This is an optimization exercise on Yosys and OpenROAD, whose aim is small area, a short achievable clock period and few clock cycles per item, not a production implementation. In this exercise RTL edits were held to simulation tests only and were not proved equivalent to the original.

**flow/config.mk**
```make
export PLATFORM = sky130hd
export DESIGN_NAME = ssc
export DESIGN_NICKNAME = ssc
export VERILOG_FILES = /design/flow/design.v
export SDC_FILE = /design/flow/constraint.sdc
export NUM_CORES = 4
export LEC_CHECK = 0
export CAP_MARGIN = 20
export CORE_MARGIN = 2
export CORE_UTILIZATION = 40
export SLEW_MARGIN = 20
```
**flow/constraint.sdc**
```tcl
create_clock -name core_clock -period 27.0 [get_ports {clk}]
set_input_delay 5.4000 -clock core_clock [delete_from_list [all_inputs] [get_ports {clk}]]
set_output_delay 5.4000 -clock core_clock [all_outputs]
set_load 0.01 [all_outputs]
```
**flow/design.v**
```verilog
`default_nettype none
package ssc_pkg;
    localparam int DIGIT_W     = 4;      
    localparam int CARD_DIGITS = 16;
    localparam int CARD_W      = 64;     
    localparam int LUHN_SUB    = 9;      
    localparam int LUHN_MOD    = 10;     
    localparam int SNACKS      = 8;
    localparam int SLOT_W      = 32;     
    localparam int COST_W      = 8;      
    localparam int MONEY_W     = 9;
    localparam int STAGES      = 3;
endpackage
`default_nettype wire
`timescale 1ns/1ps
`default_nettype none
module card_check (
    input  wire logic [ssc_pkg::CARD_W-1:0] card_num,
    output logic                            card_ok
);
    logic [ssc_pkg::DIGIT_W+4:0] term [ssc_pkg::CARD_DIGITS];
    logic [ssc_pkg::DIGIT_W+4:0] lvl1 [ssc_pkg::CARD_DIGITS/2];
    logic [ssc_pkg::DIGIT_W+4:0] lvl2 [ssc_pkg::CARD_DIGITS/4];
    logic [ssc_pkg::DIGIT_W+4:0] lvl3 [ssc_pkg::CARD_DIGITS/8];
    logic [ssc_pkg::DIGIT_W+4:0] sum;
    always_comb begin
        logic [ssc_pkg::DIGIT_W-1:0] dig;
        for (int i = 0; i < ssc_pkg::CARD_DIGITS; i++) begin
            dig = card_num[(ssc_pkg::CARD_DIGITS-1-i)*ssc_pkg::DIGIT_W +: ssc_pkg::DIGIT_W];
            term[i] = (ssc_pkg::DIGIT_W+5)'(dig);
            if (i % 2 == 0) begin
                term[i] = term[i] << 1;      
                if (term[i] >= (ssc_pkg::DIGIT_W+5)'(ssc_pkg::LUHN_MOD))
                    term[i] = term[i] - (ssc_pkg::DIGIT_W+5)'(ssc_pkg::LUHN_SUB);
            end
        end
        for (int i = 0; i < ssc_pkg::CARD_DIGITS/2; i++)
            lvl1[i] = term[2*i] + term[2*i+1];
        for (int i = 0; i < ssc_pkg::CARD_DIGITS/4; i++)
            lvl2[i] = lvl1[2*i] + lvl1[2*i+1];
        for (int i = 0; i < ssc_pkg::CARD_DIGITS/8; i++)
            lvl3[i] = lvl2[2*i] + lvl2[2*i+1];
        sum = lvl3[0] + lvl3[1];
    end
    assign card_ok = (sum % (ssc_pkg::DIGIT_W+5)'(ssc_pkg::LUHN_MOD)) == '0;
endmodule
`default_nettype wire
`timescale 1ns/1ps
`default_nettype none
module cost_stage (
    input  wire logic                                    clk,
    input  wire logic                                    reset,
    input  wire logic                                    in_valid,
    output logic                                         in_ready,
    input  wire logic [ssc_pkg::CARD_W-1:0]              card_num,
    input  wire logic [ssc_pkg::MONEY_W-1:0]             input_money,
    input  wire logic [ssc_pkg::SLOT_W-1:0]              snack_num,
    input  wire logic [ssc_pkg::SLOT_W-1:0]              price,
    output logic                                         out_valid,
    input  wire logic                                    out_ready,
    output logic [ssc_pkg::MONEY_W-1:0]                  out_money,
    output logic                                         out_card_ok,
    output logic [ssc_pkg::SNACKS*ssc_pkg::COST_W-1:0]   out_cost
);
    logic                                       card_ok_c;
    logic [ssc_pkg::SNACKS*ssc_pkg::COST_W-1:0] cost_c;
    card_check u_card_check (
        .card_num (card_num),
        .card_ok  (card_ok_c)
    );
    always_comb begin
        for (int i = 0; i < ssc_pkg::SNACKS; i++) begin
            cost_c[i*ssc_pkg::COST_W +: ssc_pkg::COST_W] =
                  ssc_pkg::COST_W'(snack_num[(ssc_pkg::SNACKS-1-i)*ssc_pkg::DIGIT_W +:
                                             ssc_pkg::DIGIT_W])
                * ssc_pkg::COST_W'(price[(ssc_pkg::SNACKS-1-i)*ssc_pkg::DIGIT_W +:
                                         ssc_pkg::DIGIT_W]);
        end
    end
    assign in_ready = !out_valid || out_ready;
    always_ff @(posedge clk) begin
        if (reset)
            out_valid <= 1'b0;
        else if (in_ready)
            out_valid <= in_valid;
    end
    always_ff @(posedge clk) begin
        if (in_valid && in_ready) begin
            out_cost    <= cost_c;
            out_money   <= input_money;
            out_card_ok <= card_ok_c;
        end
    end
endmodule
`default_nettype wire
`timescale 1ns/1ps
`default_nettype none
module sort_stage (
    input  wire logic                                    clk,
    input  wire logic                                    reset,
    input  wire logic                                    in_valid,
    output logic                                         in_ready,
    input  wire logic [ssc_pkg::MONEY_W-1:0]             in_money,
    input  wire logic                                    in_card_ok,
    input  wire logic [ssc_pkg::SNACKS*ssc_pkg::COST_W-1:0] in_cost,
    output logic                                         out_valid,
    input  wire logic                                    out_ready,
    output logic [ssc_pkg::MONEY_W-1:0]                  out_money,
    output logic                                         out_card_ok,
    output logic [ssc_pkg::SNACKS*ssc_pkg::COST_W-1:0]   out_cost
);
    localparam int W = ssc_pkg::COST_W;
    localparam int N = ssc_pkg::SNACKS;
    logic [N*W-1:0] run1;    
    logic [N*W-1:0] run2;    
    logic [N*W-1:0] run4;    
    always_comb begin
        logic [N*W-1:0] v;
        logic [N*W-1:0] o;
        int             li;
        int             ri;
        logic           take_l;
        v = in_cost;
        o = '0;
        for (int lvl = 0; lvl < 3; lvl++) begin
            for (int base = 0; base < N; base = base + 2*(1 << lvl)) begin
                li = base;                   
                ri = base + (1 << lvl);      
                for (int k = base; k < base + 2*(1 << lvl); k++) begin
                    take_l = (ri >= base + 2*(1 << lvl)) ||
                             (li < base + (1 << lvl) && v[li*W +: W] >= v[ri*W +: W]);
                    if (take_l) begin
                        o[k*W +: W] = v[li*W +: W];
                        li = li + 1;
                    end else begin
                        o[k*W +: W] = v[ri*W +: W];
                        ri = ri + 1;
                    end
                end
            end
            if (lvl == 0) run1 = o;
            if (lvl == 1) run2 = o;
            if (lvl == 2) run4 = o;
            v = o;
        end
    end
    assign in_ready = !out_valid || out_ready;
    always_ff @(posedge clk) begin
        if (reset)
            out_valid <= 1'b0;
        else if (in_ready)
            out_valid <= in_valid;
    end
    always_ff @(posedge clk) begin
        if (in_valid && in_ready) begin
            out_cost    <= run4;
            out_money   <= in_money;
            out_card_ok <= in_card_ok;
        end
    end
endmodule
`default_nettype wire
`timescale 1ns/1ps
`default_nettype none
module change_stage (
    input  wire logic                                    clk,
    input  wire logic                                    reset,
    input  wire logic                                    in_valid,
    output logic                                         in_ready,
    input  wire logic [ssc_pkg::MONEY_W-1:0]             in_money,
    input  wire logic                                    in_card_ok,
    input  wire logic [ssc_pkg::SNACKS*ssc_pkg::COST_W-1:0] in_cost,
    output logic                                         out_valid,
    input  wire logic                                    out_ready,
    output logic                                         card_ok,
    output logic [ssc_pkg::MONEY_W-1:0]                  out_change
);
    logic [ssc_pkg::MONEY_W-1:0] rem;          
    logic                        stop;         
    logic [ssc_pkg::MONEY_W-1:0] change_c;
    always_comb begin
        logic [ssc_pkg::MONEY_W-1:0] c;
        rem  = in_money;
        stop = 1'b0;
        for (int i = 0; i < ssc_pkg::SNACKS; i++) begin
            c = ssc_pkg::MONEY_W'(in_cost[i*ssc_pkg::COST_W +: ssc_pkg::COST_W]);
            if (!stop && c <= rem)
                rem = rem - c;                 
            else
                stop = 1'b1;                   
        end
        change_c = in_card_ok ? rem : in_money;
    end
    assign in_ready = !out_valid || out_ready;
    always_ff @(posedge clk) begin
        if (reset)
            out_valid <= 1'b0;
        else if (in_ready)
            out_valid <= in_valid;
    end
    always_ff @(posedge clk) begin
        if (in_valid && in_ready) begin
            out_change <= change_c;
            card_ok    <= in_card_ok;
        end
    end
endmodule
`default_nettype wire
`timescale 1ns/1ps
`default_nettype none
module ssc (
    input  wire logic                        clk,
    input  wire logic                        reset,
    input  wire logic                        in_valid,
    output logic                             in_ready,
    input  wire logic [ssc_pkg::CARD_W-1:0]  card_num,
    input  wire logic [ssc_pkg::MONEY_W-1:0] input_money,
    input  wire logic [ssc_pkg::SLOT_W-1:0]  snack_num,
    input  wire logic [ssc_pkg::SLOT_W-1:0]  price,
    output logic                             out_valid,
    input  wire logic                        out_ready,
    output logic                             card_ok,
    output logic [ssc_pkg::MONEY_W-1:0]      out_change
);
    logic                                       s1_valid, s1_ready, s1_card_ok;
    logic [ssc_pkg::MONEY_W-1:0]                s1_money;
    logic [ssc_pkg::SNACKS*ssc_pkg::COST_W-1:0] s1_cost;
    logic                                       s2_valid, s2_ready, s2_card_ok;
    logic [ssc_pkg::MONEY_W-1:0]                s2_money;
    logic [ssc_pkg::SNACKS*ssc_pkg::COST_W-1:0] s2_cost;
    cost_stage u_cost_stage (
        .clk         (clk),
        .reset       (reset),
        .in_valid    (in_valid),
        .in_ready    (in_ready),
        .card_num    (card_num),
        .input_money (input_money),
        .snack_num   (snack_num),
        .price       (price),
        .out_valid   (s1_valid),
        .out_ready   (s1_ready),
        .out_money   (s1_money),
        .out_card_ok (s1_card_ok),
        .out_cost    (s1_cost)
    );
    sort_stage u_sort_stage (
        .clk         (clk),
        .reset       (reset),
        .in_valid    (s1_valid),
        .in_ready    (s1_ready),
        .in_money    (s1_money),
        .in_card_ok  (s1_card_ok),
        .in_cost     (s1_cost),
        .out_valid   (s2_valid),
        .out_ready   (s2_ready),
        .out_money   (s2_money),
        .out_card_ok (s2_card_ok),
        .out_cost    (s2_cost)
    );
    change_stage u_change_stage (
        .clk        (clk),
        .reset      (reset),
        .in_valid   (s2_valid),
        .in_ready   (s2_ready),
        .in_money   (s2_money),
        .in_card_ok (s2_card_ok),
        .in_cost    (s2_cost),
        .out_valid  (out_valid),
        .out_ready  (out_ready),
        .card_ok    (card_ok),
        .out_change (out_change)
    );
endmodule
`default_nettype wire
```
**flow/run.sh**
```bash
#!/bin/bash
# synth_recipe.tcl (not shown) runs the flow's synth.tcl, then flattens the netlist and writes it again
# the make line also repeats each setting of config.mk as NAME=value (left out here)
make -C /OpenROAD-flow-scripts/flow DESIGN_CONFIG=/design/flow/config.mk WORK_HOME=/design/flow/orfs CLKGATE_MAP_FILE= SYNTH_SCRIPT=/design/flow/synth_recipe.tcl finish
```
==> flow_metrics.py <==
metrics = {
    "status": {
        "status": "no timing/DRC/antenna violations",
    },
    "synth": {
        "netlist_area_sq_um": 30900,
        "synth_cells": 3679,
        "synth_top_family_by_area": "adder cells",
        "synth_xor_area_share_pct": 3.43,
        "synth_edf_count": 158,
        "synth.area.mux_share_pct": 17.4,
        "syn_area_per_cell_sq_um": 8.40,
        "synth_compound_area_share_pct": 18.3,
        "ys.flop_type": "edfxtp_1",
        "ys_ff_latch": 161,
        "synth_area_leaders": "edfxtp_1 (15%), ha_1 (15%), mux2i_1 (8.8%)",
        "synthArstFlopShare_pct": 0,
        "syn_nets": 4292,
        "synth_top_cell_by_area": "edfxtp_1",
        "ys_seq_area_share_pct": 15.6,
        "synth_top_area_share_pct": 15.4,
        "yosysWarnings": 8,
        "ys_types": 105,
        "synth-adder-area-share_pct": 21.9,
        "synthSimpleGateAreaFrac_pct": 16.7,
    },
    "setup_path": {
        "critPathKind": "reg -> reg",
        "critPathArrivalTime_ns": 26.07,
        "reg2reg_depth": 122,
        "worst_path_most_repeated_cell": "a21o_1",
        "critPathCaptureType": "register",
        "reg2reg_to": "u_sort_stage.out_cost[56]",
        "timing.rr.start": "u_cost_stage.out_cost[9]",
        "reg2reg_slack_ns": 1.26,
        "cp-start-kind": "register",
        "required_ns": 27.33,
        "cp_max_fo": 25,
        "crit_slowest_cell": "fa_2",
        "slowest_delay_ns": 0.67,
    },
    "min_path": {
        "hold_end": "u_sort_stage.out_money[0]",
        "hold_depth": 0,
        "min_path_type": "reg -> reg",
        "min_from": "u_cost_stage.out_money[0]",
    },
    "grt": {
        "grt_pass1_wl_um": 162000,
        "grt_use_total_pct": 26.9,
        "grt_max_degree": 72,
        "grt_pass1_vias": 27200,
        "antenna_found_initial": 10,
        "overflow": 0,
    },
    "clock_tree": {
        "cts_tree": "done",
        "holdBufCountCts": 0,
        "clkSlewWorstSetupHoldPaths_ns": 0.08,
        "clk_latency_ns": 0.50,
        "htree_levels": 4,
        "clockRootBuffer": "clkbuf_16",
        "cts_inserted_buffers": 17,
        "cts.sinks": 161,
        "cts_buffer_depth": 2,
    },
    "floorplan": {
        "coreArea_sq_um": 76200,
        "die_w_um": 282,
        "pin_count": 153,
        "die-area_sq_um": 79500,
        "rows": 101,
        "dieHeight_um": 282,
        "start_util_pct": 40.5,
    },
    "timing": {
        "hold_viol_final": 0,
        "hold_ws_ns": 0.419,
        "finalSetupTns_ns": 0,
        "setup_viol": 0,
        "timing.final.crit_share_pct": 95.3,
        "slew_headroom_pct": 36.9,
        "clock_skew_ns": 0.0154,
        "fin_crit_ns": 25.74,
        "worst_pin_slew_ns": 0.937,
        "fmax_mhz": 38.9,
        "drv_slew": 0,
    },
    "run": {
        "drv_cap": 0,
    },
    "cells_and_area": {
        "fin_nets": 4549,
        "area_growth_syn_to_layout_pct": 17.2,
        "final_cell_mix": "nand2_1 (408), ha_1 (360), inv_1 (355), nor2_1 (285), mux2i_1 (258)",
        "layout-drive-gt1-share_pct": 13.7,
        "final_util_pct": 47.5,
        "final_common_cell": "nand2_1",
    },
    "placed_design": {
        "gp_congestion": 1.01,
        "numPortBuffers": 152,
        "dp_hpwl_um": 83400,
    },
    "detailed_routing": {
        "antenna_left": 0,
        "drc": 0,
        "drtPass1Iterations": 8,
        "wl_per_cell_um": 21.8,
        "route.vias.total": 29000,
        "drtIter0Drc": 2814,
        "wl_um": 108000,
        "vias_per_cell": 5.81,
    },
}
==> metal layers <==
metal | routed length [um] | GRT usage, %
met1 | 44900 | 34.4
met2 | 48500 | 42.8
met3 | 8910 | 5.78
met4 | 6130 | 13.4
met5 | 41 | 0
==> logic make-up (layout without fill, tap and decap cells) <==
group                    count (synthesis)  in the layout
adder cells (fa/ha/maj)                473            473
multiplexers                           425            425
other                                    0              8
flip-flops                             161            161
AND/OR/NAND/NOR                       1108           1108
AO/OA/AOI/OAI                          868            868
XOR/XNOR                               111            112
buffers and inverters                  533            802
==> registers in the layout, indices dropped and copies added, names as in the netlist <==
register	count
u_change_stage.card_ok	1
u_change_stage.out_change	9
u_change_stage.out_valid	1
u_cost_stage.out_card_ok	1
u_cost_stage.out_cost	64
u_cost_stage.out_money	9
u_cost_stage.out_valid	1
u_sort_stage.out_card_ok	1
u_sort_stage.out_cost	64
u_sort_stage.out_money	9
u_sort_stage.out_valid	1
==> layout make-up <==
class,instances,area [sq um]
Clock inverter,14,171
Tap cell,1030,1290
Clock buffer,18,429
Multi-Input combinational cell,2986,24500
Antenna cell,8,20.0
Sequential cell,161,4800
Fill cell,7416,40000
Inverter,375,1430
Timing Repair Buffer,395,3580
==> worst max-delay path, delay by kind of cell (launching register included) <==
family                   cells  cell delay (ns)
AO/OA/AOI/OAI               56            10.59
adder cells (fa/ha/maj)     13             4.07
buffers and inverters       20             3.45
multiplexers                 9             3.16
AND/OR/NAND/NOR             21             3.06
XOR/XNOR                     3             0.65
flip-flops                   1             0.48
==> cells in the mapped netlist, drive strengths merged, types with 7 or more instances <==
library cell  instances
fa                  111
a2111oi               8
nand2               409
nor2b                41
mux2i               273
nor2                289
o21a                 25
mux2                 71
o211ai               87
a21o                 67
buf                  56
or2                  13
clkinv                8
o21ai               208
nand2b               54
edfxtp              158
and4                  7
a31oi                30
o31ai                10
nand4                34
or3                  21
a32oi                 7
ha                  361
o22ai                11
a211oi               52
a211o                14
a21oi               234
mux4                 81
nand3                58
inv                 367
nor3                 47
a21boi               23
clkbuf              102
and3                 17
o21bai               22
xor2                 32
xnor2                79
and2                 95
o221ai                8
==> timing repair <==
| action | in CTS | in global routing |
|---|---|---|
| buffers inserted | 11 | 42 |
| setup endpoints to repair | 8 | 8 |
| cloned | 0 | 6 |
| resized for setup | 11 | 83 |
| pin swaps | 6 | 18 |
| hold endpoints to repair | 0 | 0 |
==> through the flow <==
stage | std cells | cell area [sq um] | worst slack [ns]
4_1_cts | 4931 | 35400 | 0.0399
5_1_grt | 4980 | 36200 | -0.0894
2_1_floorplan | 3679 | 31000 | 0.0409
3_5_place_dp | 4888 | 34600 | -0.872
3_3_place_gp | 4888 | 34600 | -0.307
6_report | 4987 | 36200 | 1.26
==> worst max-delay path by stage <==
stage | start | to | slack, ns | cells after the start
after CTS | u_cost_stage.out_cost[16] | u_sort_stage.out_cost[63] | 0.04 | 125
after floorplan | u_cost_stage.out_cost[16] | u_sort_stage.out_cost[63] | 0.04 | 140
final | u_cost_stage.out_cost[9] | u_sort_stage.out_cost[56] | 1.26 | 122
after global routing | u_cost_stage.out_cost[16] | u_sort_stage.out_cost[61] | -0.09 | 126
after detailed placement | u_cost_stage.out_cost[16] | u_sort_stage.out_cost[63] | -0.87 | 125
after global placement | u_cost_stage.out_cost[16] | u_sort_stage.out_cost[63] | -0.31 | 120
Testbench counts, summed over its fixed seeds: cycles 2,072, items 2,048.

afterwards: timing with drivers on the ports:
The results above use ideal ports. As a check the final layout listed here was re-extracted and re-timed, cells and wires unchanged. Step 1: set_driving_cell puts a clkbuf_16 on clk and a buf_2 on each other input, an assumption about the parent block. Step 2, shift: input delay + t, output delay - t, t = (earliest + latest rising clock arrival at the registers) / 2. This alone moves slack from input paths to output paths. Three values: ideal, step 1, step 2; two values: the first two.
t (ns): 0.558
setup WS [ns]: 1.262 / 1.262 / 1.262
worst data-port slew with drivers (ns): 0.08
After both steps this run still meets setup and hold. For this run, drivers alone change the setup slack by 0.000 ns; drivers and shift together by 0.000 ns.
